Context: an optimization exercise on an open-source flow, tuned for a short achievable clock period, few clock cycles and low power. The choices shown serve that exercise and are no tape-out recipe.
In this exercise RTL edits were held to simulation tests only and were not proved equivalent to the original.
Power figures rest on the tool's default switching activity, not on a simulated workload.

## run A
==> flow/design.v <==
`default_nettype none
package isa_pkg;
        typedef logic [15:0] word_t;
        typedef logic [3:0] reg_idx_t;
        typedef enum logic [3:0] {
                op_add  = 4'd0,
                op_addi = 4'd1,
                op_sub  = 4'd2,
                op_sw   = 4'd5,
                op_lw   = 4'd6,
                op_nand = 4'd8,
                op_beq  = 4'd14,
                op_jump = 4'd15
        } opcode_t;
        localparam int field_width = 4;
        localparam int opcode_lsb = 12;
        localparam int field_c_lsb = 8;
        localparam int field_b_lsb = 4;
        localparam int field_a_lsb = 0;
        localparam int jump_offset_width = 12;
        localparam int reg_count = 16;
endpackage
`default_nettype wire
`default_nettype none
package core_pkg;
        typedef enum logic [4:0] {
                st_add    = 5'd0,
                st_addi   = 5'd1,
                st_sub    = 5'd2,
                st_sw     = 5'd5,
                st_lw     = 5'd6,
                st_nand   = 5'd8,
                st_beq    = 5'd14,
                st_jump   = 5'd15,
                st_fetch  = 5'd16,
                st_beq2   = 5'd19,
                st_sw2    = 5'd20,
                st_decode = 5'd21,
                st_lw2    = 5'd22,
                st_lw3    = 5'd23,
                st_sw3    = 5'd24,
                st_sw4    = 5'd25,
                st_jump2  = 5'd26,
                st_nop    = 5'd28
        } state_t;
        typedef enum logic [2:0] {
                alu_add  = 3'd0,
                alu_sub  = 3'd1,
                alu_nand = 3'd3
        } alu_op_t;
        localparam logic [15:0] idle_store_data = '1;
endpackage
`default_nettype wire
`timescale 1ns/1ps
`default_nettype none
module cpu_top #(
        parameter logic [15:0] reset_pc = '0
) (
        input  logic        clk,
        input  logic        reset,
        input  logic        run_n,
        input  logic [15:0] sram_d,
        output logic [15:0] sram_addr,
        output logic [15:0] sram_q,
        output logic        sram_we_n
);
        logic [15:0] pc_q;                        
        logic [15:0] pc;
        logic        e_alu, e_lw, e_sw, e_beq;    
        logic        e_sub, e_nand, e_addi;       
        logic [3:0]  e_dst;
        logic [3:0]  e_imm;
        logic [15:0] op_a, op_b;
        logic        e_c4;                        
        logic [15:0] rf [16];
        logic        clr;                         
        logic        e_mem;
        logic [15:0] e_x;
        logic [15:0] alu_res;
        logic [15:0] ea;
        logic        taken;
        assign e_mem = e_lw | e_sw;
        assign e_x   = e_addi ? {12'd0, e_imm} : op_a;
        logic [15:0] sum;
        assign sum = e_x + (op_b ^ {16{e_sub}}) + {15'd0, e_sub};
        assign alu_res = e_nand ? ~(op_a & op_b) : sum;
        logic [3:0]  ea_lo;
        logic [11:0] ea_pre, ea_hi_inc;
        assign ea_lo = op_b[3:0] + e_imm;
        logic [11:0] ea_l0, ea_l1, ea_l2, ea_l3;
        assign ea_l0 = op_b[15:4];
        for (genvar i = 0; i < 12; i++) begin : g_ea_pfx
                assign ea_l1[i] = (i >= 1) ? ea_l0[i] & ea_l0[i-1] : ea_l0[i];
                assign ea_l2[i] = (i >= 2) ? ea_l1[i] & ea_l1[i-2] : ea_l1[i];
                assign ea_l3[i] = (i >= 4) ? ea_l2[i] & ea_l2[i-4] : ea_l2[i];
        end
        assign ea_pre[0] = 1'b1;
        for (genvar i = 1; i < 12; i++) begin : g_ea_pre
                assign ea_pre[i] = (i - 1 >= 8) ? ea_l3[i-1] & ea_l3[i-9] : ea_l3[i-1];
        end
        assign ea_hi_inc = op_b[15:4] ^ ea_pre;
        assign ea = {e_c4 ? ea_hi_inc : op_b[15:4], ea_lo};
        assign taken = e_beq & (op_a == op_b);
        assign sram_addr = e_mem ? ea : pc;
        assign sram_q    = op_a;
        assign sram_we_n = ~e_sw | run_n;
        logic        rf_we;
        logic [15:0] rf_wd;
        assign rf_we = ~run_n & (e_alu | e_lw);
        assign rf_wd = (clr | ~(e_alu | e_lw)) ? 16'd0 : e_lw ? sram_d : alu_res;
        for (genvar i = 0; i < 16; i++) begin : g_rf
                always_ff @(posedge clk) begin
                        if (clr || (rf_we && e_dst == i))
                                rf[i] <= rf_wd;
                end
        end
        always_ff @(posedge clk or negedge reset) begin
                if (!reset)
                        clr <= 1'b1;
                else if (!run_n)
                        clr <= 1'b0;
        end
        logic clr_done;
        always_ff @(posedge clk)
                clr_done <= ~reset;
        logic [3:0]  f_op, f_c, f_b, f_a;
        logic        f_en;
        logic        f_alu, f_lw, f_sw, f_beq, f_jmp, f_bsame, f_redir;
        logic [15:0] f_off, pc_tgt, bt_off, pc_bt;
        logic [3:0]  idx_a;
        logic [15:0] rd_a, rd_b;
        assign f_op = sram_d[15:12];
        assign f_c  = sram_d[11:8];
        assign f_b  = sram_d[7:4];
        assign f_a  = sram_d[3:0];
        assign f_en = ~e_mem & ~taken & ~(clr & ~clr_done);
        assign f_alu = (f_op == 4'd0) | (f_op == 4'd1) | (f_op == 4'd2) | (f_op == 4'd8);
        assign f_sw  = (f_op == 4'd5);
        assign f_lw  = (f_op == 4'd6);
        assign f_beq = (f_op == 4'd14);
        assign f_jmp = (f_op == 4'd15);
        assign f_bsame = f_beq & (f_c == f_b);
        assign f_redir = f_jmp | f_bsame;
        assign f_off  = {f_jmp ? {{4{sram_d[11]}}, sram_d[11:4]} : 12'd0, (f_beq | f_jmp) ? sram_d[3:0] : 4'd0};
        assign pc_tgt = pc + f_off;
        assign bt_off = {{12{e_imm == 4'd0}}, e_imm - 4'd1};
        assign pc_bt  = (pc_q & {16{e_beq}}) + bt_off;
        logic [15:0] pc_pre, pc_inc;
        assign pc_pre[0] = 1'b1;
        for (genvar i = 1; i < 16; i++) begin : g_pc_pre
                assign pc_pre[i] = &pc[i-1:0];
        end
        assign pc_inc = pc ^ pc_pre;
        assign idx_a = (f_sw | f_beq) ? f_c : f_a;
        always_comb begin
                if (e_alu && e_dst == idx_a)
                        rd_a = alu_res;
                else
                        rd_a = rf[idx_a];
                if (e_alu && e_dst == f_b)
                        rd_b = alu_res;
                else
                        rd_b = rf[f_b];
        end
        logic [3:0] f_g, f_o;
        logic       f_c4;
        assign f_g  = rd_b[3:0] & f_a;
        assign f_o  = rd_b[3:0] | f_a;
        assign f_c4 = f_g[3] | (f_o[3] & f_g[2]) | (f_o[3] & f_o[2] & f_g[1])
                    | (f_o[3] & f_o[2] & f_o[1] & f_g[0]);
        logic f_use_a, f_use_b, f_use_dst, f_use_imm, f_ld;
        assign f_use_a   = (f_alu & (f_op != 4'd1)) | f_sw | f_beq;
        assign f_use_b   = f_alu | f_lw | f_sw | f_beq;
        assign f_use_dst = f_alu | f_lw;
        assign f_use_imm = (f_op == 4'd1) | f_lw | f_sw | f_beq;
        assign f_ld      = ~run_n & f_en;
        always_ff @(posedge clk) begin
                if (f_ld & f_use_a)
                        op_a <= rd_a;
                if (f_ld & f_use_b)
                        op_b <= rd_b;
                if (f_ld & f_use_dst)
                        e_dst <= f_c;
                if (f_ld & f_use_imm)
                        e_imm <= f_a;
                if (f_ld & (f_lw | f_sw))
                        e_c4 <= f_c4;
                if (f_ld & f_alu) begin
                        e_sub  <= (f_op == 4'd2);
                        e_nand <= (f_op == 4'd8);
                        e_addi <= (f_op == 4'd1);
                end
        end
        logic e_alu_q, e_lw_q, e_sw_q, e_beq_q;
        always_ff @(posedge clk) begin
                if (!run_n) begin
                        e_alu_q <= f_en & f_alu;
                        e_lw_q  <= f_en & f_lw;
                        e_sw_q  <= f_en & f_sw;
                        e_beq_q <= f_en & f_beq & ~f_bsame;
                end
        end
        assign e_alu = e_alu_q & ~clr;
        assign e_lw  = e_lw_q & ~clr;
        assign e_sw  = e_sw_q & ~clr;
        assign e_beq = e_beq_q & ~clr;
        assign pc = clr ? reset_pc : pc_q;
        always_ff @(posedge clk) begin
                if (!run_n) begin
                        if (taken)
                                pc_q <= pc_bt;
                        else if (f_en & f_redir)
                                pc_q <= pc_tgt;
                        else if (f_en)
                                pc_q <= pc_inc;
                        else if (clr)
                                pc_q <= reset_pc;
                end
        end
endmodule
`default_nettype wire
Settings: LEC_CHECK=0, CAP_MARGIN=20, CORE_MARGIN=2, CORE_UTILIZATION=50, SETUP_SLACK_MARGIN=5, SLEW_MARGIN=20; clock period 9.0 ns.
standard.sh (not shown) runs the stock make flow with config.mk's settings and CLKGATE_MAP_FILE= SYNTH_SCRIPT=/design/flow/synth_recipe.tcl, a recipe that flattens the netlist after the stock synthesis.
==> flow/flow/run.sh <==
#!/bin/bash
# The standard layout (the standard.sh, every step), except for the
# clock tree's settings: no dummy loads, and larger sink clusters.
export CTS_ARGS="-sink_clustering_enable -repair_clock_nets -dont_use_dummy_load -sink_clustering_size 16 -sink_clustering_max_diameter 80 -buf_list {sky130_fd_sc_hd__clkbuf_4 sky130_fd_sc_hd__clkbuf_8}"
bash standard.sh > standard.log 2>&1
Testbench counts of run A, summed over its fixed seeds: cycles 32,260.
diff inputs: run A => run B
==> flow/flow/run.sh <==
#!/bin/bash
# The standard layout (the standard.sh, every step), except for the
# clock tree's settings: no dummy loads, and larger sink clusters.
export CTS_ARGS="-sink_clustering_enable -repair_clock_nets -dont_use_dummy_load -sink_clustering_size 16 -sink_clustering_max_diameter 100 -buf_list {sky130_fd_sc_hd__clkbuf_4 sky130_fd_sc_hd__clkbuf_8}"
bash standard.sh > standard.log 2>&1
- From run A to run B the numbers moved as follows: non-clock buffer count shows a reduction of 10; proportion of final cell area spent on non-clock buffers shows no meaningful change; combinational power shows an increase of about 0.7%.
- | area growth from synthesis to final layout | run A vs run B | ≈ equal |
- Via count in run B vs run A: up about 0.8%
- Comparing run A with run B, the final critical-path share of the clock period came out essentially unchanged.
- The number of stages on the worst setup path in run B sits 1 below the value recorded for run A.
- The run with more routed wire is run B, not run A.
Input changes introduced in run C (baseline for comparison: run B):
==> flow/flow/run.sh <==
#!/bin/bash
# The standard layout (the standard.sh, every step), except for the
# clock tree's settings: no dummy loads, and larger sink clusters.
export CTS_ARGS="-sink_clustering_enable -repair_clock_nets -dont_use_dummy_load -sink_clustering_size 16 -sink_clustering_max_diameter 60 -buf_list {sky130_fd_sc_hd__clkbuf_4 sky130_fd_sc_hd__clkbuf_8}"
bash standard.sh > standard.log 2>&1
Notes after the runs:
In the flow results for run B and run C, the detailed-route wire length per cell is smaller on run C. Lower final worst hold slack goes to run C over run B. Summary of run C over run B: cell count went up, count of clock-buffer cells in the layout saw an increase, timing-limited maximum frequency lower, first-pass GRT wire length did not really move, clock tree cell share of total cell area rose 0.24 points. Run C vs. run B: non-clock buffer count now sits higher; number of sequential cells now sits at about the same level.
Inputs modified between run C and run D:
# run C
export LEC_CHECK = 0
export CAP_MARGIN = 20
export CORE_MARGIN = 2
export CORE_UTILIZATION = 50
export SETUP_SLACK_MARGIN = 5
export SLEW_MARGIN = 20
create_clock -name core_clock -period 9.0 [get_ports {clk}]
# run D
export LEC_CHECK = 0
export CAP_MARGIN = 20
export CORE_MARGIN = 2
export CORE_UTILIZATION = 55
export SETUP_SLACK_MARGIN = 5
export SLEW_MARGIN = 20
create_clock -name core_clock -period 9.0 [get_ports {clk}]
==> run notes <==
- Run D: no failed stages, no open violations at the end
- Run D gives less highest cell delay on the worst timing path than run C did.
- Of run D and run C, run D shows the higher initial core utilization, with run C below it.
- | clock share of power | run D vs run C | ≈ equal |
- Between run D and run C, the depth of the worst register-to-register path is higher for run D.
- In run D relative to run C, power had gone up slightly.
- Of run D and run C, run D shows the higher wire length of the first global-routing pass, with run C below it.
- For run C, the capturing element of the worst setup path was sram_addr[0], unlike run D, where it was sram_addr[8].
- Of run D and run C, run C shows the lower number of diodes, with run D above it.

-- static timing again, ports no longer ideal --
No port has a modelled driver above. Below, the same layouts with a new extraction and two added sets of constraints. Step 1 sets driving cells, clkbuf_16 on the clock port and buf_2 on the other inputs (assumed; they add their load-dependent delay and slew). Step 2 also shifts input and output timing later by t, the mid clock arrival at the registers, as if the neighbouring blocks saw the same clock. a / b / c = ideal / step 1 / step 2; a / b = the first two.
run	shift t [ns]	setup slack, ns	clock arrival spread, ns	pins driven straight from the clock port
run A	0.631	4.958 / 4.906 / 4.349	0.075 / 0.075	1
run B	0.635	4.968 / 4.921 / 4.349	0.103 / 0.103	1
run C	0.647	4.908 / 4.859 / 4.384	0.052 / 0.052	1
run D	0.647	4.904 / 4.854 / 4.380	0.052 / 0.051	1
After both steps every run listed still meets setup and hold. For run B, which loses most, drivers alone change the setup slack by -0.047 ns; drivers and shift together by -0.619 ns.
